This is an optimization exercise on Yosys and OpenROAD, whose aim is small area and few clock cycles, not a production implementation.
RTL that was checked went through simulation tests only; none was proved equivalent to the original.
Only the layout flow was run in runs 2 and 6; the RTL was not checked for function there.
Power is estimated from default activity; no workload was simulated.

===== flow/design.v =====
`default_nettype none
package rpre_pkg;
  localparam logic [1:0] KIND_REQ   = 2'd0;
  localparam logic [1:0] KIND_VALID = 2'd1;
  localparam logic [1:0] KIND_FAIL  = 2'd2;
endpackage
`default_nettype wire
`default_nettype none
module register_poll_read_engine #(
  parameter int QD = 3             
) (
  input  wire         clk,
  input  wire         rst_n,
  input  wire         in_tvalid,
  output logic        in_tready,
  input  wire  [7:0]  in_tdata,
  input  wire         in_tuser,
  output logic        out_tvalid,
  input  wire         out_tready,
  output logic [39:0] out_tdata,
  output logic [1:0]  out_tuser,
  output logic        out_tlast,
  input  wire         cfg_we,
  input  wire  [2:0]  cfg_index,
  input  wire  [63:0] cfg_wdata
);
  localparam logic [1:0] KIND_REQ   = 2'd0;
  localparam logic [1:0] KIND_VALID = 2'd1;
  localparam logic [1:0] KIND_FAIL  = 2'd2;
  logic [31:0] codes_r;
  logic [63:0] alo_r, ahi_r;
  logic        codes_f, alo_f, ahi_f;
  logic [15:0] poll_r, tmo_r;
  logic [7:0]  skip_r;
  always_ff @(posedge clk) begin
    if (cfg_we && cfg_index == 3'd0) codes_r <= cfg_wdata[31:0];
    if (cfg_we && cfg_index == 3'd3) alo_r   <= cfg_wdata;
    if (cfg_we && cfg_index == 3'd4) ahi_r   <= cfg_wdata;
  end
  always_ff @(posedge clk) begin
    if (!rst_n) begin
      codes_f <= 1'b0;
      alo_f   <= 1'b0;
      ahi_f   <= 1'b0;
      poll_r  <= 16'd1000;
      tmo_r   <= 16'd50;
      skip_r  <= 8'h30;
    end else if (cfg_we) begin
      case (cfg_index)
        3'd0: codes_f <= 1'b1;
        3'd1: poll_r  <= cfg_wdata[15:0];
        3'd2: tmo_r   <= cfg_wdata[15:0];
        3'd3: alo_f   <= 1'b1;
        3'd4: ahi_f   <= 1'b1;
        3'd5: skip_r  <= cfg_wdata[7:0];
        default: ;
      endcase
    end
  end
  logic        wait_r;           
  logic        send_r;           
  logic        round_r;
  logic [2:0]  p_r;
  logic [2:0]  rc_r;             
  logic [15:0] c_r;              
  logic [7:0]  b0_r;             
  logic [7:0]  ns_r;             
  logic [23:0] rd_r;             
  wire [16:0] c_inc  = {1'b0, c_r} + 17'd1;
  wire [15:0] thr    = wait_r ? tmo_r : poll_r;
  wire        hit    = c_inc >= {1'b0, thr};
  wire        skip_p = skip_r[p_r];
  wire        p_wrap = p_r == 3'd7;
  wire        good   = (b0_r == (codes_r[31:24] & {8{codes_f}})) && (in_tdata == ns_r);
  wire        rc5    = rc_r == 3'd5;
  logic [5:0]           q_r [0:QD-1];    
  logic [$clog2(QD+1)-1:0] qn_r;
  logic [2:0]           cnt_r;           
  logic [7:0]           acc_r;           
  wire [1:0] h_kind  = q_r[0][5:4];
  wire [2:0] h_item  = q_r[0][3:1];
  wire       h_round = q_r[0][0];
  wire       h_req   = h_kind == KIND_REQ;
  wire       h_last  = !h_req || cnt_r == 3'd6;
  wire       deliver = out_tvalid && out_tready;
  wire       pop     = deliver && h_last;
  wire       q_full  = qn_r == ($clog2(QD+1))'(QD);
  logic valid_pend;
  always_comb begin
    valid_pend = 1'b0;
    for (int i = 0; i < QD; i++)
      if (($clog2(QD+1))'(i) < qn_r && q_r[i][5:4] == KIND_VALID) valid_pend = 1'b1;
  end
  wire tick_push = hit && (wait_r || !skip_p);
  wire byte_push = wait_r && rc5;
  wire rd_block  = valid_pend && !(pop && h_kind == KIND_VALID) && wait_r && (rc_r == 3'd2 || rc_r == 3'd3 || rc_r == 3'd4);
  wire q_stall = q_full && !pop;
  assign in_tready = in_tuser ? !(rd_block || (q_stall && byte_push))
                              : !(q_stall && tick_push);
  wire accept = in_tvalid && in_tready;
  logic       push;
  logic [1:0] push_kind;
  logic       push_round;
  always_comb begin
    push       = 1'b0;
    push_kind  = KIND_REQ;
    push_round = round_r;
    if (accept) begin
      if (!wait_r) begin
        if (!in_tuser && hit && !skip_p) push = 1'b1;
      end else if (in_tuser) begin
        if (rc5 && good) begin
          push       = 1'b1;
          push_kind  = KIND_VALID;
          push_round = round_r || p_wrap;
        end
      end else if (hit) begin
        push = 1'b1;
        if (send_r) begin
          push_kind  = KIND_FAIL;
          push_round = round_r || p_wrap;
        end
      end
    end
  end
  always_ff @(posedge clk) begin
    if (!rst_n) begin
      wait_r  <= 1'b0;
      send_r  <= 1'b0;
      round_r <= 1'b0;
      p_r     <= 3'd0;
      rc_r    <= 3'd0;
      c_r     <= 16'd0;
    end else if (accept) begin
      if (!wait_r) begin
        if (!in_tuser) begin
          if (hit) begin
            c_r <= 16'd0;
            if (skip_p) begin
              p_r     <= p_r + 3'd1;
              round_r <= round_r || p_wrap;
            end else begin
              wait_r <= 1'b1;
              send_r <= 1'b0;
              rc_r   <= 3'd0;
            end
          end else begin
            c_r <= c_inc[15:0];
          end
        end
      end else if (in_tuser) begin
        if (rc5) begin
          rc_r <= 3'd0;
          if (good) begin
            p_r     <= p_r + 3'd1;
            round_r <= round_r || p_wrap;
            c_r     <= 16'd0;
            wait_r  <= 1'b0;
          end
        end else begin
          rc_r <= rc_r + 3'd1;
        end
      end else begin
        if (hit) begin
          c_r  <= 16'd0;
          rc_r <= 3'd0;
          if (!send_r) begin
            send_r <= 1'b1;
          end else begin
            send_r  <= 1'b0;
            p_r     <= p_r + 3'd1;
            round_r <= round_r || p_wrap;
            wait_r  <= 1'b0;
          end
        end else begin
          c_r <= c_inc[15:0];
        end
      end
    end
  end
  always_ff @(posedge clk) begin
    if (accept && wait_r && in_tuser && !rc5) begin
      ns_r <= ((rc_r == 3'd0) ? 8'd0 : ns_r) - in_tdata;
      if (rc_r == 3'd0) b0_r         <= in_tdata;
      if (rc_r == 3'd2) rd_r[7:0]    <= in_tdata;
      if (rc_r == 3'd3) rd_r[15:8]   <= in_tdata;
      if (rc_r == 3'd4) rd_r[23:16]  <= in_tdata;
    end
  end
  always_ff @(posedge clk) begin
    if (!rst_n) qn_r <= '0;
    else qn_r <= qn_r + ($clog2(QD+1))'(push) - ($clog2(QD+1))'(pop);
  end
  always_ff @(posedge clk) begin
    for (int i = 0; i < QD; i++) begin
      if (pop) begin
        if (push && ($clog2(QD+1))'(i + 1) == qn_r) q_r[i] <= {push_kind, p_r, push_round};
        else if (i + 1 < QD) q_r[i] <= q_r[i+1];
      end else if (push && ($clog2(QD+1))'(i) == qn_r) begin
        q_r[i] <= {push_kind, p_r, push_round};
      end
    end
  end
  wire [63:0] aword = h_item[2] ? ahi_r : alo_r;
  wire        aflag = h_item[2] ? ahi_f : alo_f;
  wire [15:0] addr  = aword[h_item[1:0]*16 +: 16];
  logic [7:0] fraw;
  logic       fok;
  always_comb begin
    case (cnt_r)
      3'd0:    begin fraw = codes_r[7:0];   fok = codes_f; end
      3'd1:    begin fraw = 8'h07;          fok = 1'b1;    end
      3'd2:    begin fraw = codes_r[15:8];  fok = codes_f; end
      3'd3:    begin fraw = addr[7:0];      fok = aflag;   end
      3'd4:    begin fraw = addr[15:8];     fok = aflag;   end
      3'd5:    begin fraw = codes_r[23:16]; fok = codes_f; end
      default: begin fraw = acc_r;          fok = 1'b1;    end
    endcase
  end
  wire [7:0] fbyte = fraw & {8{fok}};
  always_ff @(posedge clk) begin
    if (!rst_n) begin
      cnt_r <= 3'd0;
    end else if (deliver) begin
      cnt_r <= h_last ? 3'd0 : cnt_r + 3'd1;
    end
  end
  always_ff @(posedge clk) begin
    if (deliver) acc_r <= ((cnt_r == 3'd0) ? 8'd0 : acc_r) - fbyte;
  end
  assign out_tvalid = qn_r != '0;
  assign out_tuser  = h_kind;
  assign out_tlast  = h_last;
  assign out_tdata  = {4'd0, h_round, (h_kind == KIND_VALID) ? rd_r : 24'd0, h_item,
                       h_req ? fbyte : 8'd0};
endmodule
`default_nettype wire

===== flow/standard.sh =====
#!/bin/bash
# synth_recipe.tcl (not shown) runs the flow's synth.tcl, then flattens the netlist and writes it again
# the make line also repeats each setting of config.mk as NAME=value (left out here)
make -C /OpenROAD-flow-scripts/flow DESIGN_CONFIG=/design/flow/config.mk WORK_HOME=/design/flow/orfs CLKGATE_MAP_FILE= SYNTH_SCRIPT=/design/flow/synth_recipe.tcl "${@:-finish}"

===== flow/flow/run.sh =====
#!/bin/bash
# Standard ORFS layout (the standard.sh) with three changes:
#  - synthesis maps logic with an area-oriented ABC script (flow/abc_area.script) in place
#    of ORFS's speed script; registers are mapped exactly as in the standard synthesis
#    (ABC only sees the combinational logic), so register names and cells are unchanged;
#  - every port is still buffered, with buf_1 cells instead of buffer_ports' default;
#  - CTS builds its tree from clkbuf_8 cells on sink clusters of up to 16 registers,
#    without dummy loads.
set -euo pipefail
cd "$(dirname "$0")/.."
# A copy of ORFS's scripts that differs only in the ABC mapping script.
rm -rf scripts_area
cp -r "$FLOW_HOME/scripts" scripts_area
cp flow/abc_area.script scripts_area/abc_speed.script
export SCRIPTS_DIR="$PWD/scripts_area"
cat >> config.mk <<'EOM'
export BUFFER_PORTS_ARGS = -buffer_cell sky130_fd_sc_hd__buf_1
export CTS_ARGS = -sink_clustering_enable -repair_clock_nets -dont_use_dummy_load -buf_list sky130_fd_sc_hd__clkbuf_8 -sink_clustering_size 16 -sink_clustering_max_diameter 80
EOM
bash standard.sh finish > flow_make.log 2>&1

===== flow/constraint.sdc =====
create_clock -name core_clock -period 8.0 [get_ports {clk}]
set_input_delay 1.6000 -clock core_clock [delete_from_list [all_inputs] [get_ports {clk}]]
set_output_delay 1.6000 -clock core_clock [all_outputs]
set_load 0.01 [all_outputs]

===== flow/config.mk =====
export PLATFORM = sky130hd
export DESIGN_NAME = register_poll_read_engine
export DESIGN_NICKNAME = register_poll_read_engine
export VERILOG_FILES = /design/flow/design.v
export SDC_FILE = /design/flow/constraint.sdc
export NUM_CORES = 4
export LEC_CHECK = 0
export CAP_MARGIN = 20
export CORE_MARGIN = 2
export CORE_UTILIZATION = 70
export SLEW_MARGIN = 20
export BUFFER_PORTS_ARGS = -buffer_cell sky130_fd_sc_hd__buf_1
export CTS_ARGS = -sink_clustering_enable -repair_clock_nets -dont_use_dummy_load -buf_list sky130_fd_sc_hd__clkbuf_8 -sink_clustering_size 16 -sink_clustering_max_diameter 80

===== flow/flow/abc_area.script =====
strash
ifraig
dc2
strash
dch -f
amap

==> results.txt, run 1 <==
- Pwr dens: 198 nW/um2
- Cells after DPL: 1459
- DR pass1 iterations: 5
- Max Slew Vio Count: 0
- Core Region: 18000 um2
- Comb pwr share: 0.118
- Min-Delay Path Depth: 2
- Final TNS setup: 0 ns
- Fillcell total: 1172
- Hold_ws: 0.483 ns
- Final hold violation count: 0
- P_sw: 682 uW
- CP endpoint kind: register
- Worst stage delay on the critical path: 0.55 ns
- Vias per std cell: 6.45
- DR iter-0 viols: 919
- Most frequent cells in the layout: 220 x edfxtp_1, 183 x nor2_1, 121 x buf_1
- I/O pin count: 126
- GRT Total Usage: 0.301
- Antenna violations before repair: 1
- Hold Path Sink: alo_f
- Avg WL per Cell: 20.0 um
- Post-synth EDFFs: 220
- Worst setup SP type: register
- Setup CP Type: reg -> reg
- H-tree lvl count: 1
- Clock buffer count from CTS: 22
- RSZ-0062 raised after global routing: no
- Critical Path AT: 7.38 ns
- Skew final: 0.0444 ns
- Residual DRC: 0
- Mux contribution to synthesized area: 0
- Post-synthesis sequential area ratio: 0.638
- Netlist Area Pre-Place: 12800 um2
- Port bufs: 121
- Top_reg_cell synth: edfxtp_1
- Synthesized flop and latch total: 299
- R2R depth: 30
- CTS tree: yes
- Drt total wl: 29700 um
- Cell variety after synth: 43
- # setup viols final: 0
- Maximum clock rate: 0.140 GHz
- Vias post-DR: 9553
- Post-cts sizing count: 0
- Die Ht: 139 um
- Maximum VDD drop: 0.159 mV
- Vias in the first global route: 9001
- Core Util, Final: 0.782
- CP required: 8.25 ns
- Syn Inst Count: 1091
- Share of layout cells above drive strength 1: 0.0383
- Switch share: 0.245
- Final Power: 2790 uW
- GP Congestion: 0.875
- Outcome: timing/DRC/antenna clean
- Slew HR: 0.338
- FFs w/ async S/R, synth: 0
- DP HPWL: 20200 um
- Die Wd: 139 um
- Hold Path Class: reg -> reg
- Clock sinks: 299
- Hold path start: alo_f
- Post-route ant nets: 0
- Maxcap violations: 0
- Net count, final: 1378
- Crit path top cell by count: clkinv_1
- Register area: 8190 um2
- Rows: 49
- Clock root buffer: clkbuf_8
- R2r startpoint: c_r[0]
- Largest net degree at the start of global routing: 67
- Clock slew at reported path FFs: 0.09 ns
- Worst Max-Slew Pin Slew: 0.985 ns
- Worst-Skew Late Latency: 0.56 ns
- Post-layout minimum cycle time: 7.13 ns
- Area growth, synth to finish: 9.54%
- Sequential power share: 0.635
- Post-Synth Simple-Gate Area: 0.108
- Commonest non-fill, non-tap cell in the layout: edfxtp_1
- Leak: 0.00459 uW
- Non-Filler Instances: 1482
- Max Buffers Root-to-Sink: 3
- Flop2flop setup slack: 0.87 ns
- Clk pwr share: 0.247
- Adder-cell share of the synthesized area: 0.0431
- Largest family of logic cells by synthesized area: compound AO/OA/AOI/OAI gates
- YS warnings: 2
- Multi-input logic area: 4280 um2
- DIE AREA: 19400 um2
- Gr ovfl total: 0
- # hold bufs at CTS: 0
- Setup Fix Bufs, Post-CTS: 0
- Initial Util: 0.714
- Synth Area in Compound Gates: 0.177
- R2R Path End: q_r[0][1]
- Average size of a mapped cell: 11.8 um2
- Post-Synth XOR/XNOR Area: 0
- First-pass GRT wire length: 46500 um
- Slowest CP cell: nor3_1
- Int Pwr: 2110 uW
- Critical-path maximum fanout: 8
- Crit share post-route: 0.891
==> per-stage QoR <==
stage	instance area, um2	setup WS, ns
2_1_floorplan	12800	2.04
3_3_place_gp	13700	1.41
3_5_place_dp	13700	1.09
4_1_cts	14000	1.02
5_1_grt	14000	0.201
6_report	14000	0.869
==> logic make-up (layout without fill, tap and decap cells) <==
kind of cell,Yosys count,count (layout)
compound gates,320,320
fa+ha+maj,43,43
buf+inv,107,265
flops,299,299
other cells,1,5
simple gates,321,321
==> per-layer routing <==
metal | vias to the layer above | track usage | part of all wire
li1 | 4516 | - | -
met1 | 4568 | 0.428 | 0.41
met2 | 406 | 0.489 | 0.48
met3 | 63 | 0.0461 | 0.081
met4 | 0 | 0.0936 | 0.030
met5 | - | 0 | 0
==> worst max-delay path, delay by kind of cell, from the launching register on <==
kind / cells / cell delay [ns]
buffers and inverters: 8 / 1.33
and+or+nand+nor: 13 / 3.20
adders and majority gates: 2 / 0.49
AOI/OAI and AO/OA: 7 / 1.40
DFF: 1 / 0.40
==> how the worst max path moves through the flow <==
stage / start / to / slack (ns) / depth (start not counted)
finish: c_r[0] / q_r[0][1] / 0.87 / 30
global route: c_r[0] / q_r[0][3] / 0.20 / 30
CTS: c_r[0] / q_r[0][5] / 1.02 / 30
detailed placement: c_r[0] / q_r[0][5] / 1.09 / 30
global placement: c_r[0] / q_r[2][0] / 1.41 / 30
floorplan: c_r[0] / q_r[2][0] / 2.04 / 30
==> power by group through the flow <==
stage                     Combinational (uW)  Sequential, uW  Clock, uW
after floorplan                          204            1810          0
after global placement                   315            1800          0
after detailed placement                 326            1810          0
after CTS                                326            1770        695
after global routing                     366            1780        743
final                                    329            1770        687
==> sequential cells by signal, summed over array words and instances, names as in the netlist, 2 cells and up <==
name and count:
acc_r 8, poll_r 16, alo_r 64, rd_r 24, b0_r 8, skip_r 8
qn_r 2, ns_r 8, codes_r 32, cnt_r 3, rc_r 3, ahi_r 64
p_r 3, tmo_r 16, c_r 16, q_r 18
==> Yosys cell counts, types with 4 or more instances <==
cell type,n,share of area
clkinv_1,102,0.030
ha_1,41,0.040
nand3_1,12,0.0047
buf_4,5,0.0029
and2_0,4,0.0020
a31oi_1,11,0.0054
o221ai_1,25,0.017
o221a_1,6,0.0053
nor2_1,184,0.054
o21ai_0,22,0.0086
nor2b_1,36,0.018
a2111oi_0,4,0.0027
a32oi_1,12,0.0082
a21oi_1,44,0.017
o21a_1,7,0.0041
o32ai_1,18,0.012
a222oi_1,7,0.0055
edfxtp_1,220,0.52
o22ai_1,68,0.033
nand2_1,46,0.013
dfxtp_1,79,0.12
a22oi_1,65,0.038
nor3_1,26,0.010
a211oi_1,6,0.0035
==> layout make-up <==
cell class	count	share of cell area
diodes	1	0.000178
clock buffers	22	0.0216
inverters	102	0.0273
multi-input cells	688	0.305
flip-flops and latches	299	0.583
well taps	229	0.0204
repair buffers	141	0.0430
Testbench counts, summed over its fixed seeds: cycles 31,555.
==> run 2: changes to the inputs <==
--- a/flow/design.v
+++ b/flow/design.v
@@ -8,5 +8,5 @@
 `default_nettype none
 module register_poll_read_engine #(
-  parameter int QD = 3             
+  parameter int QD = 2             
 ) (
   input  wire         clk,
--- a/flow/flow/run.sh
+++ b/flow/flow/run.sh
@@ -2,5 +2,5 @@
 # Standard ORFS layout (the standard.sh) with three changes:
 #  - synthesis maps logic with an area-oriented ABC script (flow/abc_area.script) in place
-#    of ORFS's speed script; registers are mapped exactly as in the standard synthesis
+#    of ORFS's speed script, and leaves adders to ABC (no ADDER_MAP_FILE half/full-adder cells); registers are mapped exactly as in the standard synthesis
 #    (ABC only sees the combinational logic), so register names and cells are unchanged;
 #  - every port is still buffered, with buf_1 cells instead of buffer_ports' default;
@@ -15,4 +15,5 @@
 export SCRIPTS_DIR="$PWD/scripts_area"
 cat >> config.mk <<'EOM'
+export ADDER_MAP_FILE =
 export BUFFER_PORTS_ARGS = -buffer_cell sky130_fd_sc_hd__buf_1
 export CTS_ARGS = -sink_clustering_enable -repair_clock_nets -dont_use_dummy_load -buf_list sky130_fd_sc_hd__clkbuf_8 -sink_clustering_size 16 -sink_clustering_max_diameter 80
==> flow/flow/abc_area.script (replaced) <==
strash
ifraig
dc2
strash
dch -f
amap -m -F 3 -A 10
--- a/flow/config.mk
+++ b/flow/config.mk
@@ -10,4 +10,5 @@
 export CORE_UTILIZATION = 70
 export SLEW_MARGIN = 20
+export ADDER_MAP_FILE =
 export BUFFER_PORTS_ARGS = -buffer_cell sky130_fd_sc_hd__buf_1
 export CTS_ARGS = -sink_clustering_enable -repair_clock_nets -dont_use_dummy_load -buf_list sky130_fd_sc_hd__clkbuf_8 -sink_clustering_size 16 -sink_clustering_max_diameter 80
==> run 2 against run 1 <==
Effect of this change: area after synthesis is 5.6% lower; still clean; first-iteration DRC count is 1.1% higher; synthesized cell count is 6.5% lower; largest power group unchanged; final cell count is 5.7% lower; sequential power is 2% lower.
==> results.txt, run 2 <==
- Outcome: timing/DRC/antenna clean
- Synth cell count leaders: 220 x edfxtp_1, 162 x nor2_1, 87 x o22ai_1, 73 x clkinv_1, 73 x dfxtp_1
- Setup CP Type: reg -> reg
- Hold_ws: 0.486 ns (+0.00316 ns)
- Avg WL per Cell: 20.1 um (+0.15%)
- Vias in the first global route: 8371 (-7.0%)
- Slowest CP cell: nor2_1
- Die Wd: 136 um (-2.8%)
- Hold Path Sink: c_r[4]
- Vias post-DR: 9116 (-4.6%)
- Worst-Skew Late Latency: 0.55 ns (about the same)
- Area leader, netlist: edfxtp_1
- Post-cts sizing count: 0 (unchanged)
- Drt total wl: 28100 um (-5.5%)
- Maximum VDD drop: 0.149 mV (-6.3%)
- Share of layout cells above drive strength 1: 0.0341 (-0.00424)
- Commonest non-fill, non-tap cell in the layout: edfxtp_1
- Clock slew at reported path FFs: 0.10 ns (about the same)
- Core Region: 17100 um2 (-4.7%)
- Crit share post-route: 0.794 (-0.0970)
- Top_reg_cell synth: edfxtp_1
- I/O pin count: 126 (unchanged)
- Max Buffers Root-to-Sink: 3 (unchanged)
- DR pass1 iterations: 9 (+4)
- Synthesized flop and latch total: 293 (-2.0%)
- Setup Fix Bufs, Post-CTS: 0 (unchanged)
- RSZ-0062 raised after global routing: no
- Worst Max-Slew Pin Slew: 1.05 ns (+0.0638 ns)
- Cell with the most instances after synthesis: edfxtp_1
- Largest net degree at the start of global routing: 67 (unchanged)
- DP HPWL: 18900 um (-6.6%)
- Syn Inst Count: 1020 (-6.5%)
- FFs w/ async S/R, synth: 0 (unchanged)
- Maxcap violations: 0 (unchanged)
- Critical-path maximum fanout: 20 (+12)
- Clock root buffer: clkbuf_8
- Final hold violation count: 0 (unchanged)
- Number of diodes: 0 (-1)
- Hold Path Class: reg -> reg
- Clock sinks: 293 (-2.0%)
- Most frequent cells in the layout: 220 x edfxtp_1, 162 x nor2_1, 121 x buf_1
- Cell variety after synth: 45 (+4.7%)
- H-tree lvl count: 1 (unchanged)
- Ranking of synthesized cells by area: edfxtp_1 55%, dfxtp_1 12%, nor2_1 5.0%, o22ai_1 4.5%, a22oi_1 3.8%
- Leak: 0.00416 uW (-9.4%)
- Post-synthesis sequential area ratio: 0.666 (+0.0281)
- Clock buffer count from CTS: 22 (unchanged)
- Post-synth top area share: 0.546 (+0.0307)
- DIE AREA: 18400 um2 (-5.5%)
- Area growth, synth to finish: 9.45% (about the same)
- Post-synth EDFFs: 220 (unchanged)
- Port bufs: 121 (unchanged)
- First-pass GRT wire length: 42900 um (-7.7%)
- DR iter-0 viols: 929 (+1.1%)
- Gr ovfl total: 0 (unchanged)
- GRT Total Usage: 0.302 (+0.000592)
- Skew final: 0.0537 ns (+0.00923 ns)
- Vias per std cell: 6.52 (+1.2%)
- Worst stage delay on the critical path: 0.80 ns (+0.25 ns)
- Netlist Area Pre-Place: 12100 um2 (-5.6%)
- R2R depth: 37 (+23%)
- Critical Path AT: 6.83 ns (-0.55 ns)
- # hold bufs at CTS: 0 (unchanged)
- Min-Delay Path Depth: 2 (unchanged)
- CP endpoint kind: register
- Maximum clock rate: 0.157 GHz (+12%)
- GP Congestion: 0.906 (+3.6%)
- Worst setup SP type: register
- CTS tree: yes
- Average size of a mapped cell: 11.9 um2 (+0.95%)
- Flop2flop setup slack: 1.64 ns (+0.78 ns)
- R2R Path End: p_r[2]
- Net count, final: 1256 (-8.9%)
- Hold path start: c_r[4]
- Die Ht: 136 um (-2.8%)
- Final TNS setup: 0 ns (unchanged)
- Slew HR: 0.295 (-0.0423)
- Max Slew Vio Count: 0 (unchanged)
- R2r startpoint: wait_r
- # setup viols final: 0 (unchanged)
- Initial Util: 0.707 (-0.00677)
- Post-layout minimum cycle time: 6.36 ns (-0.776 ns)
- Post-route ant nets: 0 (unchanged)
- Largest regs: ahi_r (64), alo_r (64), codes_r (32)
- Pwr dens: 204 nW/um2 (+2.7%)
- Residual DRC: 0 (unchanged)
- YS warnings: 2 (unchanged)
- CP required: 8.48 ns (+0.23 ns)
- Crit path top cell by count: nor2_1
- Rows: 48 (-2.0%)
- Antenna violations before repair: 0 (-1)
## run 2: report_power, final
group	switching, uW	internal (uW)
clock	437	247
sequential	26.7	1700
combinational	198	89.7
total	662	2040
## run 2: per-layer routing
metal,GRT usage,share of wire,up-vias,wire length [um]
met5,0,0,-,0
met4,0.123,0.045,0,1250
met3,0.0456,0.084,73,2350
met2,0.493,0.47,460,13200
met1,0.414,0.40,4301,11300
li1,-,-,4282,-
## run 2: worst max-delay path by stage
stage                  from       end  depth (start not counted)
4_1_cts              wait_r    p_r[2]                         37
3_3_place_gp         wait_r    p_r[2]                         37
3_5_place_dp         wait_r    p_r[2]                         37
2_1_floorplan  cfg_index[2]  alo_r[0]                          3
6_report             wait_r    p_r[2]                         37
5_1_grt              c_r[0]    p_r[2]                         37
## run 2: cell families (layout without fill, tap and decap cells)
logic type      count (synthesis)  in the layout  synth area share
flops                         293            293             0.666
buf+inv                        78            228            0.0257
simple gates                  290            290             0.104
xor+xnor                        3              3           0.00217
compound gates                355            355             0.201
other cells                     1              4          0.000310
## run 2: worst max-delay path, delay by kind of cell, from the launching register on
| kind | cells | cell delay, ns |
|---|---|---|
| compound gates | 18 | 2.95 |
| flops | 1 | 0.33 |
| simple gates | 14 | 2.20 |
| buf+inv | 5 | 0.80 |
## run 2: stage by stage
stage	area, um2	power, uW	instances	utilization	setup slack, ns
2_1_floorplan	12100	1940	1023	-	1.23
3_3_place_gp	12900	2030	1376	0.756	1.97
3_5_place_dp	12900	2040	1376	0.756	1.78
4_1_cts	13200	2700	1398	0.774	1.76
5_1_grt	13200	2780	1398	0.774	0.743
6_report	13200	2700	1398	0.774	1.64
## run 2: area by class of cell
cell class	count	area (um2)
Inverter	73	274
Tap cell	225	282
Sequential cell	293	8070
Multi-Input combinational cell	652	3780
Clock buffer	22	303
Timing Repair Buffer	133	544
Fill cell	1119	3870
==> run 3: changes to the inputs <==
--- a/flow/design.v
+++ b/flow/design.v
@@ -8,5 +8,5 @@
 `default_nettype none
 module register_poll_read_engine #(
-  parameter int QD = 2             
+  parameter int QD = 3             
 ) (
   input  wire         clk,
==> run 3 against run 2 <==
Effect of this change: combinational power down 29%; cell area up 1.5%; non-clock buffer count up 3.
==> results.txt, run 3 <==
- Outcome: timing/DRC/antenna clean
- Port bufs: 121 (unchanged)
- Maximum VDD drop: 0.155 mV (+3.9%)
- GRT Total Usage: 0.330 (+0.0279)
- Netlist Area Pre-Place: 12300 um2 (+1.3%)
- Leak: 0.00415 uW (-0.20%)
- Worst-Skew Late Latency: 0.57 ns (+0.02 ns)
- Crit share post-route: 0.808 (+0.0134)
- Max Buffers Root-to-Sink: 3 (unchanged)
- Final TNS setup: 0 ns (unchanged)
- Die Wd: 136 um (+0.62%)
- Top_reg_cell synth: edfxtp_1
- Syn Inst Count: 1026 (+0.59%)
- Clock buffer count from CTS: 22 (unchanged)
- Gr ovfl total: 0 (unchanged)
- Post-synthesis sequential area ratio: 0.668 (+0.00130)
- Synthesized flop and latch total: 299 (+2.0%)
- DIE AREA: 18600 um2 (+1.3%)
- Clock root buffer: clkbuf_8
- Slew HR: 0.333 (+0.0373)
- Skew final: 0.0384 ns (-0.0153 ns)
- Rows: 48 (unchanged)
- Vias per std cell: 6.75 (+3.5%)
- Area leader, netlist: edfxtp_1
- Worst setup SP type: register
- CP required: 6.40 ns (-2.08 ns)
- Clock sinks: 299 (+2.0%)
- Average size of a mapped cell: 12.0 um2 (+0.70%)
- Ranking of synthesized cells by area: edfxtp_1 54%, dfxtp_1 13%, o22ai_1 4.6%, nor2_1 4.4%, a22oi_1 4.0%
- Clk pwr share: 0.261 (+0.008)
- DP HPWL: 20500 um (+8.7%)
- RSZ-0062 raised after global routing: no
- Sequential power share: 0.662 (+0.022)
- # hold bufs at CTS: 0 (unchanged)
- Share of layout cells above drive strength 1: 0.0381 (+0.00397)
- Commonest non-fill, non-tap cell in the layout: edfxtp_1
- Switch share: 0.228 (-0.0167)
- R2R depth: 36 (-2.7%)
- Core Region: 17200 um2 (+0.70%)
- Largest regs: ahi_r (64), alo_r (64), codes_r (32)
- Post-synth EDFFs: 220 (unchanged)
- Final hold violation count: 0 (unchanged)
- Post-cts sizing count: 0 (unchanged)
- P_sw: 606 uW (-8.5%)
- Avg WL per Cell: 21.7 um (+8.3%)
- DR iter-0 viols: 1232 (+33%)
- CTS tree: yes
- Die Ht: 136 um (+0.62%)
- Initial Util: 0.711 (+0.00415)
- Maxcap violations: 0 (unchanged)
- CP endpoint kind: output port
- YS warnings: 2 (unchanged)
- Design area: 13500 um2 (+1.5%)
- I/O pin count: 126 (unchanged)
- Clock slew at reported path FFs: 0.10 ns (about the same)
- Pwr dens: 197 nW/um2 (-3.3%)
- Residual DRC: 0 (unchanged)
- Flop2flop setup slack: 1.78 ns (+0.14 ns)
- FFs w/ async S/R, synth: 0 (unchanged)
- Vias in the first global route: 8720 (+4.2%)
- Int Pwr: 2040 uW (+0.33%)
- First-pass GRT wire length: 46700 um (+8.9%)
- Min-Delay Path Depth: 2 (unchanged)
- Hold_ws: 0.452 ns (-0.0342 ns)
- R2R Path End: p_r[2]
- Net count, final: 1265 (+0.72%)
- Hold Path Class: reg -> reg
- Post-layout minimum cycle time: 6.46 ns (+0.107 ns)
- Area growth, synth to finish: 9.72%
- Hold Path Sink: skip_r[7]
- Synth cell count leaders: 220 x edfxtp_1, 145 x nor2_1, 90 x o22ai_1, 79 x dfxtp_1, 78 x clkinv_1
- R2r startpoint: wait_r
- Drt total wl: 30600 um (+9.0%)
- Area after DPL: 13100 um2 (+1.3%)
- DR pass1 iterations: 7 (-2)
- Cell with the most instances after synthesis: edfxtp_1
- Post-route ant nets: 0 (unchanged)
- Critical Path AT: 4.86 ns (-1.97 ns)
- Max Slew Vio Count: 0 (unchanged)
- # setup viols final: 0 (unchanged)
- H-tree lvl count: 1 (unchanged)
- GP Congestion: 0.953 (+5.1%)
- Largest net degree at the start of global routing: 67 (unchanged)
- Critical-path maximum fanout: 23 (+15%)
- Setup Fix Bufs, Post-CTS: 0 (unchanged)
- Antenna violations before repair: 0 (unchanged)
- Post-synth top area share: 0.539 (-0.00696)
- Maximum clock rate: 0.155 GHz (-1.7%)
- Vias post-DR: 9493 (+4.1%)
- Number of diodes: 0 (unchanged)
- Comb pwr share: 0.077 (-0.030)
- Cell variety after synth: 41 (-8.9%)
- Worst Max-Slew Pin Slew: 1.00 ns (-0.0479 ns)
- Setup CP Type: reg -> out
- Hold path start: skip_r[7]
- Most frequent cells in the layout: 220 x edfxtp_1, 145 x nor2_1, 121 x buf_1
[run 3: cell count changes in the layout (fill, tap and decap cells not counted), sizes merged, moves of 7 or more]
cell and delta:
nor2 -17, nand3 +9, a32oi -8, a211oi +7, o22a -7
[run 3: power by group through the flow]
| stage | Sequential [uW] | Combinational (uW) | Clock (uW) |
|---|---|---|---|
| after global placement | 1790 | 191 | 0 |
| final | 1750 | 204 | 693 |
| after floorplan | 1780 | 123 | 0 |
| after detailed placement | 1790 | 198 | 0 |
| after global routing | 1760 | 226 | 746 |
| after CTS | 1750 | 200 | 696 |
[run 3: worst max-delay path, cell delays in order (launching register included)]
cell and delay [ns]:
dfxtp_1 0.84, clkinv_1 0.14, buf_4 0.24, a22o_1 0.21, a21oi_1 0.15, nor2_1 0.06, a221oi_1 0.23, a211oi_1 0.08
a211oi_1 0.19, a211oi_1 0.07, a211oi_1 0.19, a211oi_1 0.07, a211oi_1 0.18, nor2_1 0.07, o21a_1 0.10, a221oi_1 0.21
a211oi_1 0.07, nor2_1 0.11, a221oi_1 0.05, nor2_1 0.13, a211oi_1 0.08, or3_1 0.42, o21ai_0 0.10, a31oi_1 0.12
buf_1 0.19
[run 3: how the worst max path moves through the flow]
stage	startpoint	to	slack, ns	cells after the start
after global routing	wait_r	p_r[2]	0.95	36
after floorplan	cfg_index[2]	alo_r[0]	1.23	3
after detailed placement	wait_r	p_r[2]	1.87	36
after global placement	wait_r	p_r[2]	2.03	36
final	wait_r	in_tready	1.54	24
after CTS	wait_r	in_tready	1.58	24
[run 3: per-layer routing]
metal	vias to the layer above	GRT usage	part of all wire
li1	4343	-	-
met1	4499	0.467	0.38
met2	577	0.530	0.48
met3	74	0.0552	0.11
met4	0	0.105	0.025
met5	-	0	0
[run 3: cells by family (layout without fill, tap and decap cells)]
| group | count (synthesis) | count (layout) | synth area share |
|---|---|---|---|
| AOI/OAI and AO/OA | 364 | 364 | 0.205 |
| DFF | 299 | 299 | 0.668 |
| and+or+nand+nor | 276 | 276 | 0.0979 |
| buffers and inverters | 83 | 236 | 0.0269 |
| xor gates and xnor gates | 3 | 3 | 0.00214 |
| other | 1 | 4 | 0.000306 |
[run 3: cell type report]
cell class	instances	area, um2
fill	1117	3780
clock buffer	22	303
tap	225	282
inverter	78	294
multi-input combinational	647	3800
timing repair buffer	136	587
sequential	299	8190
[run 3: per-stage QoR]
step	cells	utilization	total power [uW]	setup slack [ns]
6_report	1407	0.781	2650	1.54
5_1_grt	1407	0.781	2730	0.955
4_1_cts	1406	0.778	2650	1.58
3_5_place_dp	1384	0.761	1990	1.87
3_3_place_gp	1384	0.761	1980	2.03
2_1_floorplan	1029	-	1910	1.23
Testbench counts of run 3, summed over its fixed seeds: cycles 31,555.
==> run 4: changes to the inputs <==
--- a/flow/config.mk
+++ b/flow/config.mk
@@ -6,8 +6,9 @@
 export NUM_CORES = 4
 export LEC_CHECK = 0
-export CAP_MARGIN = 20
+export CAP_MARGIN = 0
 export CORE_MARGIN = 2
 export CORE_UTILIZATION = 70
-export SLEW_MARGIN = 20
+export GPL_TIMING_DRIVEN = 0
+export SLEW_MARGIN = 0
 export ADDER_MAP_FILE =
 export BUFFER_PORTS_ARGS = -buffer_cell sky130_fd_sc_hd__buf_1
==> run 4 against run 3 <==
Effect of this change: still clean on timing, DRC and antenna; setup slack got worse by 0.53 ns; sequential cell count did not move; area after synthesis did not move; maximum frequency fell by 7.5%; combinational power barely moved; largest cell class unchanged.
==> results.txt, run 4 <==
- Avg WL per Cell: 20.9 um (-3.8%)
- Die Ht: 136 um (unchanged)
- First-pass GRT wire length: 44400 um (-4.9%)
- Critical-path maximum fanout: 24 (+4.3%)
- Most frequent cells in the layout: 220 x edfxtp_1, 144 x nor2_1, 121 x buf_1
- Rows: 48 (unchanged)
- GRT Total Usage: 0.311 (-0.0192)
- Critical Path AT: 7.49 ns (+2.63 ns)
- Synth cell count leaders: 220 x edfxtp_1, 145 x nor2_1, 90 x o22ai_1, 79 x dfxtp_1, 78 x clkinv_1
- CP endpoint kind: register
- Residual DRC: 0 (unchanged)
- Cell variety after synth: 41 (unchanged)
- Cells after DPL: 1392 (+0.58%)
- GP Congestion: 0.879 (-7.7%)
- Syn Inst Count: 1026 (unchanged)
- CP required: 8.50 ns (+2.10 ns)
- Largest net degree at the start of global routing: 65 (-3.0%)
- Vias in the first global route: 8522 (-2.3%)
- Clock buffer count from CTS: 22 (unchanged)
- Maxcap violations: 0 (unchanged)
- Crit share post-route: 0.874 (+0.0659)
- Non-Filler Instances: 1416 (+0.64%)
- Post-Synth XOR/XNOR Area: 0.00214 (unchanged)
- Worst setup SP type: register
- Die Wd: 136 um (unchanged)
- FFs w/ async S/R, synth: 0 (unchanged)
- Worst stage delay on the critical path: 0.68 ns (-0.16 ns)
- Pwr dens: 195 nW/um2 (-1.1%)
- Multi-input logic area: 3800 um2 (about the same)
- Largest family of logic cells by synthesized area: compound AO/OA/AOI/OAI gates
- Largest regs: ahi_r (64), alo_r (64), codes_r (32)
- Commonest non-fill, non-tap cell in the layout: edfxtp_1
- P_sw: 604 uW (-0.23%)
- Worst-Skew Late Latency: 0.55 ns (-0.02 ns)
- Fillcell total: 1088 (-2.6%)
- DP HPWL: 20200 um (-1.6%)
- Int Pwr: 2050 uW (+0.17%)
- Skew final: 0.0246 ns (-0.0138 ns)
- Setup Fix Bufs, Post-CTS: 0 (unchanged)
- Clk pwr share: 0.262 (about the same)
- Net count, final: 1274 (+0.71%)
- CP Launch Point: wait_r
- CTS tree: yes
- Vias per std cell: 6.66 (-1.2%)
- Number of diodes: 0 (unchanged)
- Post-layout minimum cycle time: 6.99 ns (+0.527 ns)
- Average size of a mapped cell: 12.0 um2 (unchanged)
- RSZ-0062 raised after global routing: no
- Slowest CP cell: dfxtp_2
- Netlist Area Pre-Place: 12300 um2 (unchanged)
- Drt total wl: 29600 um (-3.2%)
- Area leader, netlist: edfxtp_1
- Clock root buffer: clkbuf_8
- Cell with the most instances after synthesis: edfxtp_1
- Mux contribution to synthesized area: 0 (unchanged)
- Clock slew at reported path FFs: 0.10 ns (about the same)
- Post-synth EDFFs: 220 (unchanged)
- Area growth, synth to finish: 11.0%
- DIE AREA: 18600 um2 (unchanged)
- DR pass1 iterations: 6 (-1)
- Antenna violations before repair: 0 (unchanged)
- WP buf/inv: 4 (+1)
- Adder-cell share of the synthesized area: 0 (unchanged)
- Vias post-DR: 9435 (-0.61%)
- Post-synth top area share: 0.539 (unchanged)
- Maximum clock rate: 0.143 GHz (-7.5%)
- Sequential power share: 0.662 (about the same)
- H-tree lvl count: 1 (unchanged)
- Worst Max-Slew Pin Slew: 1.29 ns (+0.290 ns)
- Switch share: 0.228 (-0.000710)
- Setup CP Type: reg -> reg
- Met2 usage: 0.495 (-0.0352)
- Post-Synth Simple-Gate Area: 0.0979 (unchanged)
- Slew HR: 0.133 (-0.200)
- Gr ovfl total: 0 (unchanged)
- Register area: 8190 um2 (about the same)
- Crit path top cell by count: a211oi_1
- Max Buffers Root-to-Sink: 3 (unchanged)
- Synth Area in Compound Gates: 0.205 (unchanged)
- Met1 GRT Util: 0.443 (-0.0237)
- Core Util, Final: 0.790 (+0.00929)
- Ranking of synthesized cells by area: edfxtp_1 54%, dfxtp_1 13%, o22ai_1 4.6%, nor2_1 4.4%, a22oi_1 4.0%
- Core Region: 17200 um2 (unchanged)
- R2r startpoint: wait_r
- # hold bufs at CTS: 0 (unchanged)
- Hold Path Class: reg -> reg
- Post-route ant nets: 0 (unchanged)
- Maximum VDD drop: 0.185 mV (+19%)
- Leak: 0.00423 uW (+1.8%)
- Share of layout cells above drive strength 1: 0.0479 (+0.00979)
- Routing usage on met3: 0.0488 (-0.00634)
- Post-synthesis sequential area ratio: 0.668 (unchanged)
- Hold path start: skip_r[3]
- Port bufs: 121 (unchanged)
- DR iter-0 viols: 1237 (+0.41%)
- I/O pin count: 126 (unchanged)
- Clock sinks: 299 (unchanged)
- Synthesized flop and latch total: 299 (unchanged)
- # setup viols final: 0 (unchanged)
- Initial Util: 0.711 (unchanged)
- Max Slew Vio Count: 0 (unchanged)
- Comb pwr share: 0.077 (about the same)
- GR peak layer: met2
- Outcome: timing/DRC/antenna clean
- Final hold violation count: 0 (unchanged)
- Family with the most delay on the worst path: compound AO/OA/AOI/OAI gates
- YS warnings: 2 (unchanged)
- Top_reg_cell synth: edfxtp_1
## run 4: power by group through the flow
stage	Clock [uW]	Combinational (uW)	Sequential, uW
after floorplan	0	123	1780
final	694	203	1760
after detailed placement	0	197	1790
after global routing	751	223	1760
after global placement	0	182	1790
after CTS	698	199	1750
## run 4: layout make-up
cell class,instances,area share
Buffer,5,0.00276
Clock buffer,22,0.0222
Inverter,78,0.0220
Multi-Input combinational cell,647,0.279
Sequential cell,299,0.602
Tap cell,225,0.0207
Timing Repair Buffer,139,0.0516
Timing Repair inverter,1,0.000368
## run 4: path summary, 6_finish.rpt
check	end	slack (ns)	depth (start not counted)
worst min-delay path	skip_r[3]	0.46	2
worst min register to register	skip_r[3]	0.46	2
worst max-delay path	p_r[2]	1.01	29
worst max register to register	p_r[2]	1.01	29
## run 4: layer usage
layer  share of wire  up-vias
li1                -     4362
met1            0.40     4471
met5               0        -
met2            0.48      540
met3           0.094       62
met4           0.028        0
## run 4: worst min-delay path: cells and delay by family, from the launching register on
| family | cells | cell delay [ns] |
|---|---|---|
| AO/OA/AOI/OAI | 1 | 0.05 |
| buffers and inverters | 1 | 0.05 |
| flip-flops | 1 | 0.31 |
## run 4: logic make-up (layout without fill, tap and decap cells)
family                    after synthesis  after routing
DFF                                   299            299
and+or+nand+nor                       276            276
buffers and inverters                  83            245
xor gates and xnor gates                3              3
other                                   1              4
AOI/OAI and AO/OA                     364            364
## run 4: metrics by stage
step / hold WS [ns] / instance area, um2 / total power [uW] / setup WS (ns) / TNS [ns]
floorplan: 0.415 / 12300 / 1910 / 1.23 / 0
global placement: 0.430 / 13000 / 1970 / -1.01 / -65.34
detailed placement: 0.440 / 13300 / 1990 / -0.0321 / -0.0379
CTS: 0.454 / 13600 / 2650 / 0.365 / 0
global route: 0.473 / 13600 / 2730 / 0.173 / 0
finish: 0.455 / 13600 / 2650 / 1.01 / 0
## run 4: repair_timing
item,in CTS,in global routing
resized for setup,1,2
endpoints found under the setup margin,2,4
cloned,0,1
==> run 5: changes to the inputs <==
==> flow/flow/abc_area.script (replaced) <==
strash
&get -n
&deepsyn -T 60
&put
ifraig
dc2
strash
dch -f
amap -m -F 3 -A 10
--- a/flow/config.mk
+++ b/flow/config.mk
@@ -6,9 +6,8 @@
 export NUM_CORES = 4
 export LEC_CHECK = 0
-export CAP_MARGIN = 0
+export CAP_MARGIN = 20
 export CORE_MARGIN = 2
 export CORE_UTILIZATION = 70
-export GPL_TIMING_DRIVEN = 0
-export SLEW_MARGIN = 0
+export SLEW_MARGIN = 20
 export ADDER_MAP_FILE =
 export BUFFER_PORTS_ARGS = -buffer_cell sky130_fd_sc_hd__buf_1
==> run 5 against run 4 <==
Effect of this change: still clean; synthesized cell count grew 0.88%; clock skew up 0.013 ns; global-route usage up 1.7 points; routed wire length barely moved; non-clock buffer count is 15 lower; final cell count decreased by 0.85%; worst hold slack improved by 0.0021 ns; sequential power hardly changed; power down 3.9%; largest power group unchanged.
==> results.txt, run 5 <==
- Outcome: timing/DRC/antenna clean
- First-pass GRT wire length: 45400 um (+2.3%)
- CP required: 8.42 ns (-0.08 ns)
- Avg WL per Cell: 21.1 um (+0.83%)
- Critical-path maximum fanout: 19 (-21%)
- Worst Max-Slew Pin Slew: 1.13 ns (-0.157 ns)
- Max Slew Vio Count: 0 (unchanged)
- Share of layout cells above drive strength 1: 0.0279 (-0.0200)
- CP endpoint kind: register
- Cell variety after synth: 42 (+2.4%)
- Cell with the most instances after synthesis: edfxtp_1
- Hold Path Class: reg -> reg
- R2R depth: 41 (+41%)
- Switch share: 0.214 (-0.0142)
- P_sw: 544 uW (-9.9%)
- Clk pwr share: 0.270 (+0.008)
- Vias post-DR: 8997 (-4.6%)
- Pwr dens: 194 nW/um2 (-0.24%)
- Critical Path AT: 7.03 ns (-0.46 ns)
- Final hold violation count: 0 (unchanged)
- Flop2flop setup slack: 1.39 ns (+0.38 ns)
- Rows: 47 (-2.1%)
- Max Buffers Root-to-Sink: 3 (unchanged)
- Die Wd: 135 um (-0.95%)
- Drt total wl: 29600 um (about the same)
- # setup viols final: 0 (unchanged)
- I/O pin count: 126 (unchanged)
- Vias per std cell: 6.41 (-3.8%)
- Top_reg_cell synth: edfxtp_1
- Syn Inst Count: 1035 (+0.88%)
- Post-synth top area share: 0.549 (+0.0107)
- Post-route ant nets: 0 (unchanged)
- Area growth, synth to finish: 9.05%
- Sequential power share: 0.681 (+0.019)
- YS warnings: 2 (unchanged)
- Cells after DPL: 1382 (-0.72%)
- Final Power: 2550 uW (-3.9%)
- Comb pwr share: 0.049 (-0.028)
- DIE AREA: 18200 um2 (-1.9%)
- Netlist Area Pre-Place: 12000 um2 (-1.9%)
- Clock root buffer: clkbuf_8
- Number of diodes: 0 (unchanged)
- Core Region: 16700 um2 (-3.1%)
- Maximum VDD drop: 0.176 mV (-5.1%)
- Largest regs: ahi_r (64), alo_r (64), codes_r (32)
- DR iter-0 viols: 1129 (-8.7%)
- GP Congestion: 0.903 (+2.7%)
- Synthesized flop and latch total: 299 (unchanged)
- Initial Util: 0.720 (+0.00858)
- WP buf/inv: 5 (+1)
- RSZ-0062 raised after global routing: no
- DP HPWL: 20900 um (+3.6%)
- Crit share post-route: 0.826 (-0.0476)
- Port bufs: 121 (unchanged)
- Clock buffer count from CTS: 22 (unchanged)
- Int Pwr: 2000 uW (-2.1%)
- Vias in the first global route: 8454 (-0.80%)
- GRT Total Usage: 0.328 (+0.0172)
- Worst-Skew Late Latency: 0.55 ns (about the same)
- Ranking of synthesized cells by area: edfxtp_1 55%, dfxtp_1 13%, o22ai_1 4.5%, clkinv_1 4.1%, nor2_1 4.1%
- Skew final: 0.0377 ns (+0.0131 ns)
- Most frequent cells in the layout: 220 x edfxtp_1, 132 x clkinv_1, 129 x nor2_1
- Commonest non-fill, non-tap cell in the layout: edfxtp_1
- H-tree lvl count: 1 (unchanged)
- Maximum clock rate: 0.151 GHz (+5.8%)
- Crit path top cell by count: nor2_1
- Slowest CP cell: dfxtp_1
- Slew HR: 0.224 (+0.0918)
- Worst setup SP type: register
- Post-layout minimum cycle time: 6.61 ns (-0.381 ns)
- CTS tree: yes
- Worst stage delay on the critical path: 0.75 ns (+0.07 ns)
- Post-synth EDFFs: 220 (unchanged)
- Final TNS setup: 0 ns (unchanged)
- Setup Fix Bufs, Post-CTS: 0 (unchanged)
- Maxcap violations: 0 (unchanged)
- Gr ovfl total: 0 (unchanged)
- R2R Path End: q_r[2][0]
- Family with the most delay on the worst path: compound AO/OA/AOI/OAI gates
- Setup CP Type: reg -> reg
- Die Ht: 135 um (-0.95%)
- Post-cts sizing count: 0 (-1)
- Leak: 0.00407 uW (-3.8%)
- Post-synthesis sequential area ratio: 0.681 (+0.0132)
- Worst slack, placed: 1.38 ns (+1.41 ns)
- DR pass1 iterations: 8 (+2)
- Antenna violations before repair: 0 (unchanged)
- Clock sinks: 299 (unchanged)
- Setup ws final: 1.39 ns (+0.381 ns)
- Synth cell count leaders: 220 x edfxtp_1, 132 x clkinv_1, 132 x nor2_1, 86 x o22ai_1, 82 x o21ai_0
- # hold bufs at CTS: 0 (unchanged)
- Min-Delay Path Depth: 1 (-1)
- Clock slew at reported path FFs: 0.10 ns (about the same)
- Net count, final: 1267 (-0.55%)
- Hold Path Sink: send_r
- Average size of a mapped cell: 11.6 um2 (-2.8%)
- Largest net degree at the start of global routing: 66 (+1.5%)
- Area leader, netlist: edfxtp_1
- Hold path start: send_r
- Non-Filler Instances: 1404 (-0.85%)
- FFs w/ async S/R, synth: 0 (unchanged)
- Residual DRC: 0 (unchanged)
- R2r startpoint: wait_r
- Fillcell total: 1067 (-1.9%)
-- run 5: cell type report --
| class | instances | area [um2] | share of cell area |
|---|---|---|---|
| Multi-Input combinational cell | 602 | 3340 | 0.254 |
| Sequential cell | 299 | 8190 | 0.624 |
| Clock buffer | 22 | 303 | 0.0231 |
| Tap cell | 220 | 275 | 0.0210 |
| Timing Repair Buffer | 129 | 514 | 0.0392 |
| Inverter | 132 | 495 | 0.0378 |
-- run 5: routing by layer --
layer  GRT usage  wire (um)
met5           0          0
met4       0.109        973
met3      0.0867       3220
met2       0.527      13900
met1       0.443      11500
-- run 5: metrics by stage --
stage | util | hold slack (ns) | cell area (um2)
global placement | 0.767 | 0.435 | 12800
finish | 0.785 | 0.457 | 13100
detailed placement | 0.767 | 0.445 | 12800
CTS | 0.785 | 0.459 | 13100
global route | 0.785 | 0.476 | 13100
floorplan | - | 0.422 | 12000
-- run 5: kinds of logic after synthesis --
logic type,share of synthesized area
simple gates,0.0993
compound gates,0.175
flops,0.681
other cells,0.000312
buf+inv,0.0443
-- run 5: power by group through the flow --
stage | clock [uW] | combinational [uW] | sequential, uW
after CTS | 694 | 124 | 1730
after global routing | 747 | 139 | 1740
after detailed placement | 0 | 124 | 1770
after floorplan | 0 | 69.8 | 1770
after global placement | 0 | 119 | 1770
final | 687 | 126 | 1740
-- run 5: how the worst max path moves through the flow --
| stage | start | to | slack, ns | depth (start not counted) |
|---|---|---|---|---|
| after floorplan | wait_r | q_r[2][0] | 2.15 | 41 |
| after global placement | in_tdata[1] | q_r[2][0] | 1.71 | 33 |
| after detailed placement | in_tdata[1] | q_r[2][0] | 1.38 | 31 |
| after CTS | wait_r | q_r[2][0] | 1.53 | 41 |
| after global routing | wait_r | q_r[2][0] | 0.60 | 41 |
| final | wait_r | q_r[2][0] | 1.39 | 41 |
==> run 6: changes to the inputs <==
--- a/flow/design.v
+++ b/flow/design.v
@@ -8,5 +8,5 @@
 `default_nettype none
 module register_poll_read_engine #(
-  parameter int QD = 3             
+  parameter int QD = 2             
 ) (
   input  wire         clk,
==> run 6 against run 5 <==
Effect of this change: maximum frequency is 6.2% lower; global-route usage is 2.2 points lower; first-iteration DRC count is 12% lower; worst hold slack better by 0.0074 ns; critical path type is now reg -> out; critical endpoint is now in_tready; highest routed layer unchanged.
==> results.txt, run 6 <==
- Fillcell total: 1072 (+0.47%)
- Maximum VDD drop: 0.175 mV (-0.47%)
- Synth cell count leaders: 220 x edfxtp_1, 137 x nor2_1, 114 x clkinv_1, 74 x o21ai_0, 73 x dfxtp_1
- Critical Path AT: 5.44 ns (-1.59 ns)
- Crit path top cell by count: clkinv_1
- Synthesized flop and latch total: 293 (-2.0%)
- DIE AREA: 18000 um2 (-1.2%)
- Max Buffers Root-to-Sink: 3 (unchanged)
- Antenna violations before repair: 0 (unchanged)
- Rows: 47 (unchanged)
- Ranking of synthesized cells by area: edfxtp_1 56%, dfxtp_1 12%, nor2_1 4.3%, clkinv_1 3.6%, o22ai_1 3.6%
- Largest family of logic cells by synthesized area: compound AO/OA/AOI/OAI gates
- Clock slew at reported path FFs: 0.10 ns (about the same)
- Critical-path maximum fanout: 4 (-15)
- Netlist Area Pre-Place: 11900 um2 (-1.2%)
- Leak: 0.00402 uW (-1.2%)
- Post-synth top area share: 0.556 (+0.00695)
- Die Wd: 134 um (-0.61%)
- Vias in the first global route: 8365 (-1.1%)
- Vias post-DR: 8951 (-0.51%)
- FFs w/ async S/R, synth: 0 (unchanged)
- Share of layout cells above drive strength 1: 0.0304 (+0.00248)
- Hold Path Class: reg -> reg
- Most frequent cells in the layout: 220 x edfxtp_1, 135 x nor2_1, 121 x buf_1
- Area growth, synth to finish: 9.34%
- Net count, final: 1236 (-2.4%)
- Final TNS setup: 0 ns (unchanged)
- Worst stage delay on the critical path: 0.39 ns (-0.36 ns)
- # setup viols final: 0 (unchanged)
- Post-synth EDFFs: 220 (unchanged)
- Post-Synth XOR/XNOR Area: 0.000738 (+0.000738)
- Largest regs: ahi_r (64), alo_r (64), codes_r (32)
- Slew HR: 0.248 (+0.0232)
- Maxcap violations: 0 (unchanged)
- # hold bufs at CTS: 0 (unchanged)
- Cell variety after synth: 42 (unchanged)
- Worst-Skew Late Latency: 0.57 ns (+0.02 ns)
- First-pass GRT wire length: 42600 um (-6.3%)
- Setup CP Type: reg -> out
- Slowest CP cell: dfxtp_1
- Commonest non-fill, non-tap cell in the layout: edfxtp_1
- Post-synthesis sequential area ratio: 0.679 (-0.00151)
- DR pass1 iterations: 5 (-3)
- Residual DRC: 0 (unchanged)
- Outcome: timing/DRC/antenna clean
- CTS tree: yes
- Syn Inst Count: 1003 (-3.1%)
- Die Ht: 134 um (-0.61%)
- Adder-cell share of the synthesized area: 0 (unchanged)
- Port bufs: 121 (unchanged)
- Gr ovfl total: 0 (unchanged)
- Vias per std cell: 6.52 (+1.7%)
- Skew final: 0.0492 ns (+0.0115 ns)
- Area leader, netlist: edfxtp_1
- Maximum clock rate: 0.142 GHz (-6.2%)
- GP Congestion: 0.870 (-3.6%)
- Final hold violation count: 0 (unchanged)
- Mux contribution to synthesized area: 0 (unchanged)
- Post-layout minimum cycle time: 7.04 ns (+0.434 ns)
- CP endpoint kind: output port
- DP HPWL: 19100 um (-9.0%)
- Post-Synth Simple-Gate Area: 0.102 (+0.00263)
- Post-route ant nets: 0 (unchanged)
- Max Slew Vio Count: 0 (unchanged)
- Worst Max-Slew Pin Slew: 1.12 ns (-0.0141 ns)
- Avg WL per Cell: 20.2 um (-4.2%)
- I/O pin count: 126 (unchanged)
- Synth Area in Compound Gates: 0.178 (+0.00327)
- Clock sinks: 293 (-2.0%)
- Worst setup SP type: register
- Post-cts sizing count: 0 (unchanged)
- Setup Fix Bufs, Post-CTS: 0 (unchanged)
- Top_reg_cell synth: edfxtp_1
- Family with the most delay on the worst path: simple AND/OR/NAND/NOR gates
- Largest net degree at the start of global routing: 66 (unchanged)
- RSZ-0062 raised after global routing: no
- YS warnings: 2 (unchanged)
- Final Power: 2480 uW (-2.6%)
- GRT Total Usage: 0.306 (-0.0222)
- CP required: 6.40 ns (-2.02 ns)
- H-tree lvl count: 1 (unchanged)
- Average size of a mapped cell: 11.8 um2 (+1.9%)
- Clock buffer count from CTS: 22 (unchanged)
- Cell with the most instances after synthesis: edfxtp_1
- Clock root buffer: clkbuf_8
- Pwr dens: 191 nW/um2 (-1.6%)
- WP buf/inv: 16 (+11)
- DR iter-0 viols: 999 (-12%)
- Number of diodes: 0 (unchanged)
- Core Region: 16600 um2 (-0.70%)
- Initial Util: 0.716 (-0.00395)
- Crit share post-route: 0.880 (+0.0542)
- Drt total wl: 27700 um (-6.3%)
==> run 6: stage by stage <==
step / setup WS [ns] / instances / hold WS [ns] / utilization / cell area (um2)
after floorplan: 1.32 / 1006 / 0.430 / - / 11900
after global placement: 1.71 / 1350 / 0.450 / 0.764 / 12700
after detailed placement: 1.33 / 1350 / 0.448 / 0.764 / 12700
after CTS: 0.954 / 1372 / 0.466 / 0.782 / 13000
after global routing: 0.0424 / 1373 / 0.475 / 0.783 / 13000
final: 0.957 / 1373 / 0.465 / 0.783 / 13000
==> run 6: final timing paths <==
path,start,to,slack (ns),cells after the start
worst max-delay path,c_r[0],in_tready,0.96,36
worst min-delay path,send_r,send_r,0.46,1
worst max register to register,c_r[0],q_r[1][0],1.13,49
worst min register to register,send_r,send_r,0.46,1
==> run 6: final cells by class <==
cell class              instances  area [um2]  area share
multi-input cells             594        3390       0.261
repair buffers                130         522      0.0402
clock buffers                  22         303      0.0233
well taps                     220         275      0.0212
flip-flops and latches        293        8070       0.621
inverters                     114         428      0.0330
==> run 6: report_power, final <==
part	internal (uW)	leakage (uW)	total, uW	switching, uW
clock network	247	0.000158	683	436
registers	1680	0.00260	1690	16.0
logic	33.5	0.00126	107	73.1
total	1960	0.00402	2480	525
==> run 6: cells by family (layout without fill, tap and decap cells) <==
| family | after synthesis | in the layout |
|---|---|---|
| AOI/OAI and AO/OA | 314 | 314 |
| xor gates and xnor gates | 1 | 1 |
| buffers and inverters | 119 | 266 |
| DFF | 293 | 293 |
| other | 1 | 4 |
| and+or+nand+nor | 275 | 275 |
==> run 6: metal layers <==
metal  share of wire  routed length [um]  vias to the layer above  GRT usage
met4           0.037                1010                        0      0.133
met1            0.39               10800                     4264      0.427
met2            0.46               12800                      490      0.482
met5               0                   0                        -          0
met3            0.11                3100                       80     0.0525
li1                -                   -                     4117          -
==> run 7: changes to the inputs <==
--- a/flow/design.v
+++ b/flow/design.v
@@ -8,5 +8,5 @@
 `default_nettype none
 module register_poll_read_engine #(
-  parameter int QD = 2             
+  parameter int QD = 3             
 ) (
   input  wire         clk,
@@ -183,7 +183,7 @@
       ns_r <= ((rc_r == 3'd0) ? 8'd0 : ns_r) - in_tdata;
       if (rc_r == 3'd0) b0_r         <= in_tdata;
-      if (rc_r == 3'd2) rd_r[7:0]    <= in_tdata;
-      if (rc_r == 3'd3) rd_r[15:8]   <= in_tdata;
-      if (rc_r == 3'd4) rd_r[23:16]  <= in_tdata;
+      if (rc_r == 3'd2) rd_r[7:0]    <= ~in_tdata;
+      if (rc_r == 3'd3) rd_r[15:8]   <= ~in_tdata;
+      if (rc_r == 3'd4) rd_r[23:16]  <= ~in_tdata;
     end
   end
@@ -232,5 +232,5 @@
   assign out_tuser  = h_kind;
   assign out_tlast  = h_last;
-  assign out_tdata  = {4'd0, h_round, (h_kind == KIND_VALID) ? rd_r : 24'd0, h_item,
+  assign out_tdata  = {4'd0, h_round, (h_kind == KIND_VALID) ? ~rd_r : 24'd0, h_item,
                        h_req ? fbyte : 8'd0};
 endmodule
==> flow/flow/abc_area.script (replaced) <==
strash
ifraig
dc2
strash
dch -f
amap -m -F 3 -A 10
==> run 7 against run 6 <==
Effect of this change: setup slack got worse by 0.36 ns; sequential share of layout area fell by 2.0 points; largest power group unchanged; cell area rose by 4.9%; sequential cell count rose by 6; die area rose by 3.9%; final cell count rose by 6.9%; critical endpoint unchanged; sequential power rose by 6%; register-to-register slack got worse by 0.18 ns; maximum frequency fell by 4.9%; clock skew fell by 0.012 ns; still clean; first-iteration DRC count rose by 9.8%.
==> results.txt, run 7 <==
- First-pass GRT wire length: 48100 um (+13%)
- Hold_ws: 0.459 ns (-0.00558 ns)
- Post-route ant nets: 0 (unchanged)
- DR iter-0 viols: 1097 (+9.8%)
- R2R depth: 51 (+4.1%)
- Hold path start: c_r[5]
- Worst Max-Slew Pin Slew: 1.01 ns (-0.110 ns)
- R2R Path End: q_r[2][5]
- Share of layout cells above drive strength 1: 0.0539 (+0.0236)
- Synth cell count leaders: 220 x edfxtp_1, 172 x nor2_1, 104 x clkinv_1, 89 x o22ai_1, 79 x dfxtp_1
- Critical Path AT: 5.81 ns (+0.37 ns)
- Top_reg_cell synth: edfxtp_1
- CP required: 6.40 ns (about the same)
- # setup viols final: 0 (unchanged)
- Residual DRC: 0 (unchanged)
- R2r startpoint: c_r[0]
- Cell with the most instances after synthesis: edfxtp_1
- Critical-path maximum fanout: 4 (unchanged)
- Hold Path Class: reg -> reg
- Maximum VDD drop: 0.181 mV (+3.3%)
- Setup CP Type: reg -> out
- Net count, final: 1325 (+7.2%)
- Cells after DPL: 1444 (+7.0%)
- Crit path top cell by count: clkinv_1
- Maximum clock rate: 0.135 GHz (-4.9%)
- Synthesized flop and latch total: 299 (+2.0%)
- Design area: 13600 um2 (+4.9%)
- Vias post-DR: 9823 (+9.7%)
- Max Slew Vio Count: 0 (unchanged)
- Max Buffers Root-to-Sink: 3 (unchanged)
- Worst setup SP type: register
- DIE AREA: 18700 um2 (+3.9%)
- GRT Total Usage: 0.338 (+0.0325)
- Outcome: timing/DRC/antenna clean
- Cell variety after synth: 43 (+2.4%)
- Largest net degree at the start of global routing: 67 (+1.5%)
- Leak: 0.00430 uW (+7.1%)
- Slew HR: 0.320 (+0.0720)
- I/O pin count: 126 (unchanged)
- Post-layout minimum cycle time: 7.41 ns (+0.363 ns)
- Clock slew at reported path FFs: 0.10 ns (about the same)
- Syn Inst Count: 1078 (+7.5%)
- Average size of a mapped cell: 11.5 um2 (-3.2%)
- Crit share post-route: 0.926 (+0.0454)
- Ranking of synthesized cells by area: edfxtp_1 53%, dfxtp_1 13%, nor2_1 5.2%, o22ai_1 4.5%, a22oi_1 3.7%
- DP HPWL: 21500 um (+13%)
- Avg WL per Cell: 21.7 um (+7.3%)
- Pwr dens: 211 nW/um2 (+11%)
- DR pass1 iterations: 6 (+1)
- Clock buffer count from CTS: 22 (unchanged)
- Final hold violation count: 0 (unchanged)
- CP Launch Point: c_r[0]
- GP Congestion: 0.974 (+12%)
- Drt total wl: 31800 um (+15%)
- Post-synth EDFFs: 220 (unchanged)
- Antenna violations before repair: 1 (+1)
- Worst-Skew Late Latency: 0.56 ns (about the same)
- Die Ht: 137 um (+2.0%)
- Non-Filler Instances: 1468 (+6.9%)
- Post-synthesis sequential area ratio: 0.663 (-0.0168)
- Largest regs: ahi_r (64), alo_r (64), codes_r (32)
- Post-synth top area share: 0.535 (-0.0217)
- Core Region: 17300 um2 (+4.3%)
- Vias in the first global route: 9073 (+8.5%)
- Final TNS setup: 0 ns (unchanged)
- Min-Delay Path Depth: 2 (+1)
- Skew final: 0.0376 ns (-0.0116 ns)
- Netlist Area Pre-Place: 12400 um2 (+4.1%)
- Maxcap violations: 0 (unchanged)
- Area after DPL: 13300 um2 (+4.8%)
- Commonest non-fill, non-tap cell in the layout: edfxtp_1
- Die Wd: 137 um (+2.0%)
- YS warnings: 2 (unchanged)
- Clock root buffer: clkbuf_8
- Area growth, synth to finish: 10.3%
- Area leader, netlist: edfxtp_1
- H-tree lvl count: 1 (unchanged)
- Port bufs: 121 (unchanged)
- CP endpoint kind: output port
- Vias per std cell: 6.69 (+2.6%)
- FFs w/ async S/R, synth: 0 (unchanged)
- Clock sinks: 299 (+2.0%)
- Worst stage delay on the critical path: 0.39 ns (about the same)
- Slowest CP cell: or3_1
- Most frequent cells in the layout: 220 x edfxtp_1, 163 x nor2_1, 120 x buf_1
- Rows: 48 (+2.1%)
- Gr ovfl total: 0 (unchanged)
- Flop2flop setup slack: 0.95 ns (-0.18 ns)
- CTS tree: yes
- Initial Util: 0.714 (-0.00160)
- Hold Path Sink: c_r[5]
## run 7: changes by cell type after synthesis, sizes merged, moves of 10 or more
cell    delta
clkinv    -10
a32o      -21
o22a      -12
o221ai    +12
nor2b     -13
o22ai     +21
a21oi     +16
nor2      +35
a22oi     +50
## run 7: worst max-delay path, delay by kind of cell (launching register included)
kind	cells	cell delay [ns]
AND/OR/NAND/NOR	17	2.31
AO/OA/AOI/OAI	8	0.89
buffers and inverters	17	1.70
flip-flops	1	0.36
## run 7: per-stage QoR
| step | util | power, uW | worst slack, ns |
|---|---|---|---|
| finish | 0.788 | 2880 | 0.594 |
| global route | 0.788 | 2970 | -0.0205 |
| CTS | 0.785 | 2870 | 0.161 |
| detailed placement | 0.767 | 2200 | 0.545 |
| global placement | 0.767 | 2180 | 0.867 |
| floorplan | - | 2060 | 0.876 |
## run 7: worst max path at each step
stage	end	slack, ns
finish	in_tready	0.59
global route	in_tready	-0.02
CTS	in_tready	0.16
detailed placement	q_r[0][4]	0.55
global placement	q_r[2][0]	0.87
floorplan	p_r[2]	0.88
## run 7: repair_timing
| action | CTS | global route |
|---|---|---|
| setup endpoints to repair | 0 | 52 |
| gates resized for setup | 0 | 18 |
| hold buffers | 0 | 0 |
| setup buffers | 0 | 1 |
## run 7: layout make-up
type,instances,area (um2)
well taps,225,282
inverters,104,390
multi-input cells,673,3830
fillers,1133,3670
repair buffers,144,628
diodes,1,2.50
flip-flops and latches,299,8190
clock buffers,22,303
## run 7: kinds of logic after synthesis
logic type             after synthesis  synth area share
AND/OR/NAND/NOR                    283            0.0949
AO/OA/AOI/OAI                      385             0.207
XOR/XNOR                             1          0.000709
flip-flops                         299             0.663
buffers and inverters              109            0.0346
other                                1          0.000303
## run 7: report_power, final
group	internal, uW	leakage, uW	total (uW)	switching [uW]
combinational	127	0.00149	396	269
sequential	1750	0.00265	1790	36.4
clock	248	0.000158	698	450
## run 7: per-layer routing
layer  track usage  part of all wire
met5             0                 0
met4         0.112             0.037
met3        0.0589              0.10
met2         0.556              0.48
met1         0.463              0.38
Testbench counts of run 7, summed over its fixed seeds: cycles 31,555.

[re-timing with driven ports]
The results above use ideal ports. As a check the final layouts listed here were re-extracted and re-timed, cells and wires unchanged.
Step 1: set_driving_cell puts a clkbuf_16 on clk and a buf_2 on each other input, an assumption about the parent block.
Step 2 adds t to the input delays and takes it off the output delays; t is the mean of the earliest and latest rising clock arrival at the registers after step 1. Input paths then give back, and output paths get back, about the clock's delay inside the block.
a / b / c = ideal / step 1 / step 2; a / b = the first two.
run | t, ns | setup WS [ns] | worst setup path after step 2 | clock arrival spread, ns | pins driven straight from the clock port
run 1 | 0.575 | 0.869 / 0.869 / 0.869 | register to register | 0.045 / 0.045 | 1
run 2 | 0.567 | 1.645 / 1.644 / 1.644 | register to register | 0.054 / 0.054 | 1
run 3 | 0.595 | 1.537 / 1.494 / 1.783 | register to register | 0.039 / 0.038 | 1
run 4 | 0.585 | 1.010 / 1.010 / 1.010 | register to register | 0.024 / 0.025 | 1
run 5 | 0.575 | 1.391 / 1.391 / 1.232 | input to register | 0.038 / 0.038 | 1
run 6 | 0.585 | 0.957 / 0.914 / 1.126 | register to register | 0.050 / 0.049 | 1
run 7 | 0.581 | 0.594 / 0.550 / 0.947 | register to register | 0.038 / 0.039 | 1
After both steps setup and hold are still met in every run listed. For run 5, which loses most, drivers alone change the setup slack by 0.000 ns; drivers and shift together by -0.159 ns.
